Context: an optimization exercise on an open-source flow, tuned for small area, a short achievable clock period and few clock cycles per item. The choices shown serve that exercise and are no tape-out recipe. RTL that was checked went through simulation tests only; none was proved equivalent to the original.

==> module fp_alu, before the edit <==
module fp_alu (
    input  logic      clk,
    input  logic      rst,
    input  logic      start,
    input  fp_pkg::fp_word_t  op_a,
    input  fp_pkg::fp_word_t  op_b,
    input  fp_pkg::fp_op_t    op_code,
    output fp_pkg::fp_word_t  result,
    output fp_pkg::fp_flags_t flags,
    output logic      valid_out
);
    fp_pkg::fp_class_t cls_a;
    fp_pkg::fp_class_t cls_b;
    fp_pkg::fp_word_t  add_result;
    fp_pkg::fp_flags_t add_flags;
    fp_pkg::fp_word_t  mul_result;
    fp_pkg::fp_flags_t mul_flags;
    fp_pkg::fp_word_t  sel_result;
    fp_pkg::fp_flags_t sel_flags;
    fp_unpack i_unpack_a (.word(op_a), .cls(cls_a));
    fp_unpack i_unpack_b (.word(op_b), .cls(cls_b));
    fp_add_sub i_add_sub (
        .a        (cls_a),
        .b        (cls_b),
        .subtract (op_code == fp_pkg::OP_SUB),
        .result   (add_result),
        .flags    (add_flags)
    );
    fp_mul i_mul (
        .a      (cls_a),
        .b      (cls_b),
        .result (mul_result),
        .flags  (mul_flags)
    );
    always_comb begin
        sel_result = fp_pkg::QNAN;
        sel_flags  = 3'b100;
        case (op_code)
            fp_pkg::OP_ADD, fp_pkg::OP_SUB: begin
                sel_result = add_result;
                sel_flags  = add_flags;
            end
            fp_pkg::OP_MUL: begin
                sel_result = add_result;
                sel_flags  = add_flags;
            end
            default: ;
        endcase
    end
    always_ff @(posedge clk) begin
        result <= sel_result;
        flags  <= sel_flags;
    end
    always_ff @(posedge clk or posedge rst) begin
        if (rst)
            valid_out <= 1'b0;
        else
            valid_out <= start;
    end
endmodule
make LEC_CHECK=0 ABC_AREA=1 CAP_MARGIN=20 CORE_MARGIN=2 CORE_UTILIZATION=40 SETUP_SLACK_MARGIN=4 SLEW_MARGIN=20 finish   # period 15.0 ns
run.sh (not shown) runs the stock make flow with config.mk's settings and CLKGATE_MAP_FILE= SYNTH_SCRIPT=/design/flow/synth_recipe.tcl, a recipe that flattens the netlist after the stock synthesis.
Change:
--- a/flow/design.v
+++ b/flow/design.v
@@ -2201,12 +2201,12 @@
             fp_pkg::OP_ADD, fp_pkg::OP_SUB: begin
                 sel_result = add_result;
                 sel_flags  = add_flags;
             end
             fp_pkg::OP_MUL: begin
-                sel_result = add_result;
-                sel_flags  = add_flags;
+                sel_result = mul_result;
+                sel_flags  = mul_flags;
             end
             default: ;
         endcase
     end
     always_ff @(posedge clk) begin
What happened: The new run produced a clean layout; flip-flop and latch count stays the same; final area goes up by 140%; count of clock-buffer cells in the layout grows by 1; cell count goes up by 120%; routed wire length increases by 140%.
Function was not checked in any run of this note: the RTL went through the layout flow alone.

--- another note on this design; it stands on its own ---

v53:
Design fp_alu, start of the top module:
module fp_alu (
    input  logic      clk,
    input  logic      rst,
    input  logic      start,
    input  fp_pkg::fp_word_t  op_a,
    input  fp_pkg::fp_word_t  op_b,
    input  fp_pkg::fp_op_t    op_code,
    output fp_pkg::fp_word_t  result,
    output fp_pkg::fp_flags_t flags,
    output logic      valid_out
);
    fp_pkg::fp_class_t cls_a;
    fp_pkg::fp_class_t cls_b;
    fp_pkg::fp_word_t  add_result;
    fp_pkg::fp_flags_t add_flags;
    fp_pkg::fp_word_t  mul_result;
    fp_pkg::fp_flags_t mul_flags;
    fp_pkg::fp_word_t  sel_result;
    fp_pkg::fp_flags_t sel_flags;
    fp_unpack i_unpack_a (.word(op_a), .cls(cls_a));
    fp_unpack i_unpack_b (.word(op_b), .cls(cls_b));
    fp_add_sub i_add_sub (
        .a        (cls_a),
        .b        (cls_b),
        .subtract (op_code == fp_pkg::OP_SUB),
        .result   (add_result),
        .flags    (add_flags)
    );
    fp_mul i_mul (
        .a      (cls_a),
        .b      (cls_b),
        .result (mul_result),
        .flags  (mul_flags)
    );
    always_comb begin
        sel_result = fp_pkg::QNAN;
        sel_flags  = 3'b100;
        case (op_code)
            fp_pkg::OP_ADD, fp_pkg::OP_SUB: begin
                sel_result = add_result;
                sel_flags  = add_flags;
            end
            fp_pkg::OP_MUL: begin
                sel_result = mul_result;
                sel_flags  = mul_flags;
            end
            default: ;
        endcase
    end
    always_ff @(posedge clk) begin
        result <= sel_result;
        flags  <= sel_flags;
    end
    always_ff @(posedge clk or posedge rst) begin
        if (rst)
            valid_out <= 1'b0;
        else
            valid_out <= start;
    end
endmodule
Size in the first run: roughly 36 flip-flops, roughly 110 I/O pins, roughly 0.029 mm2 of cells after synthesis.
Settings: LEC_CHECK=0, CAP_MARGIN=20, CORE_MARGIN=2, CORE_UTILIZATION=40, SETUP_SLACK_MARGIN=4, SLEW_MARGIN=20; clock period 15.0 ns.
run.sh (not shown) runs the stock make flow with config.mk's settings and CLKGATE_MAP_FILE= SYNTH_SCRIPT=/design/flow/synth_recipe.tcl, a recipe that flattens the netlist after the stock synthesis.
Testbench counts of v53, summed over its fixed seeds: cycles 32,008, ops 32,000.
Changes in v1 relative to v53:
Settings: SETUP_SLACK_MARGIN no longer set, was 4.
--- outcome ---
Compared to v53, v1 shows a narrower setup margin.
From v53 to v1 the numbers moved as follows: actual transition at the worst max-transition pin now sits lower; global-route wire length before repair now sits lower.
Fmax on v1 is down relative to v53.
The inputs of v52 differ from those of v1 as listed below.
Settings: SETUP_SLACK_MARGIN now 3, previously not set; ABC_AREA now 1, previously not set.
==> run summary <==
Each of the runs, namely v52 and v1, reached the end of the flow and came out clean.
Taking v1 as the reference, in v52 cell area after synthesis lost about 18%; critical path depth shows a reduction of about 26%.
[compare] base=v1 new=v52: width of the die fell 9.1%.
Looking at most frequent standard cell in the layout excluding fill and tap cells, the sky130_fd_sc_hd__a21oi_1 result is from v1; the sky130_fd_sc_hd__nand2_1 one comes from v52.
Comparing v52 and v1, the higher final wirelength is on v1.
Input changes introduced in v37 (baseline for comparison: v52):
Settings: clearing SETUP_SLACK_MARGIN, which used to be 3.
## What came out
More vias were needed by v52 than by v37.
In the flow results for v37 and v52, the relative area change from synthesis to final layout is larger on v52.
Delta(time the worst path needs with I/O delays and setup, v37 - v52) > 0

afterwards: timing with drivers on the ports:
In the flow no input, the clock included, has a driving cell. The finished layouts below were timed again as built, in two steps. Step 1 (the two cells are an assumption about what drives the block):
set clk [get_ports {clk}]
set_driving_cell -lib_cell sky130_fd_sc_hd__clkbuf_16 $clk
set_driving_cell -lib_cell sky130_fd_sc_hd__buf_2 [delete_from_list [all_inputs] $clk]
Step 2, shift: input delay + t, output delay - t, t = (earliest + latest rising clock arrival at the registers) / 2. This alone moves slack from input paths to output paths. a / b / c = no drivers / after step 1 / after step 2; a / b = the first two.
| run | t, ns | slack for setup (ns) | worst slew at a driven data input, ns |
|---|---|---|---|
| the first run of note 1 | 0.322 | 4.287 / 4.293 / 3.972 | 0.05 |
| the second run of note 1 | 0.321 | 4.271 / 4.268 / 3.947 | 0.07 |
| v53 | 0.338 | 3.706 / 3.706 / 3.369 | 0.07 |
| v1 | 0.343 | 0.973 / 0.992 / 0.649 | 0.07 |
| v52 | 0.345 | 3.306 / 3.318 / 2.973 | 0.10 |
| v37 | 0.339 | 1.465 / 1.487 / 1.149 | 0.10 |
After both steps every run listed still meets setup and hold. The setup slack of v53, which loses most, moves by 0.000 ns with the drivers and by -0.337 ns with both steps.
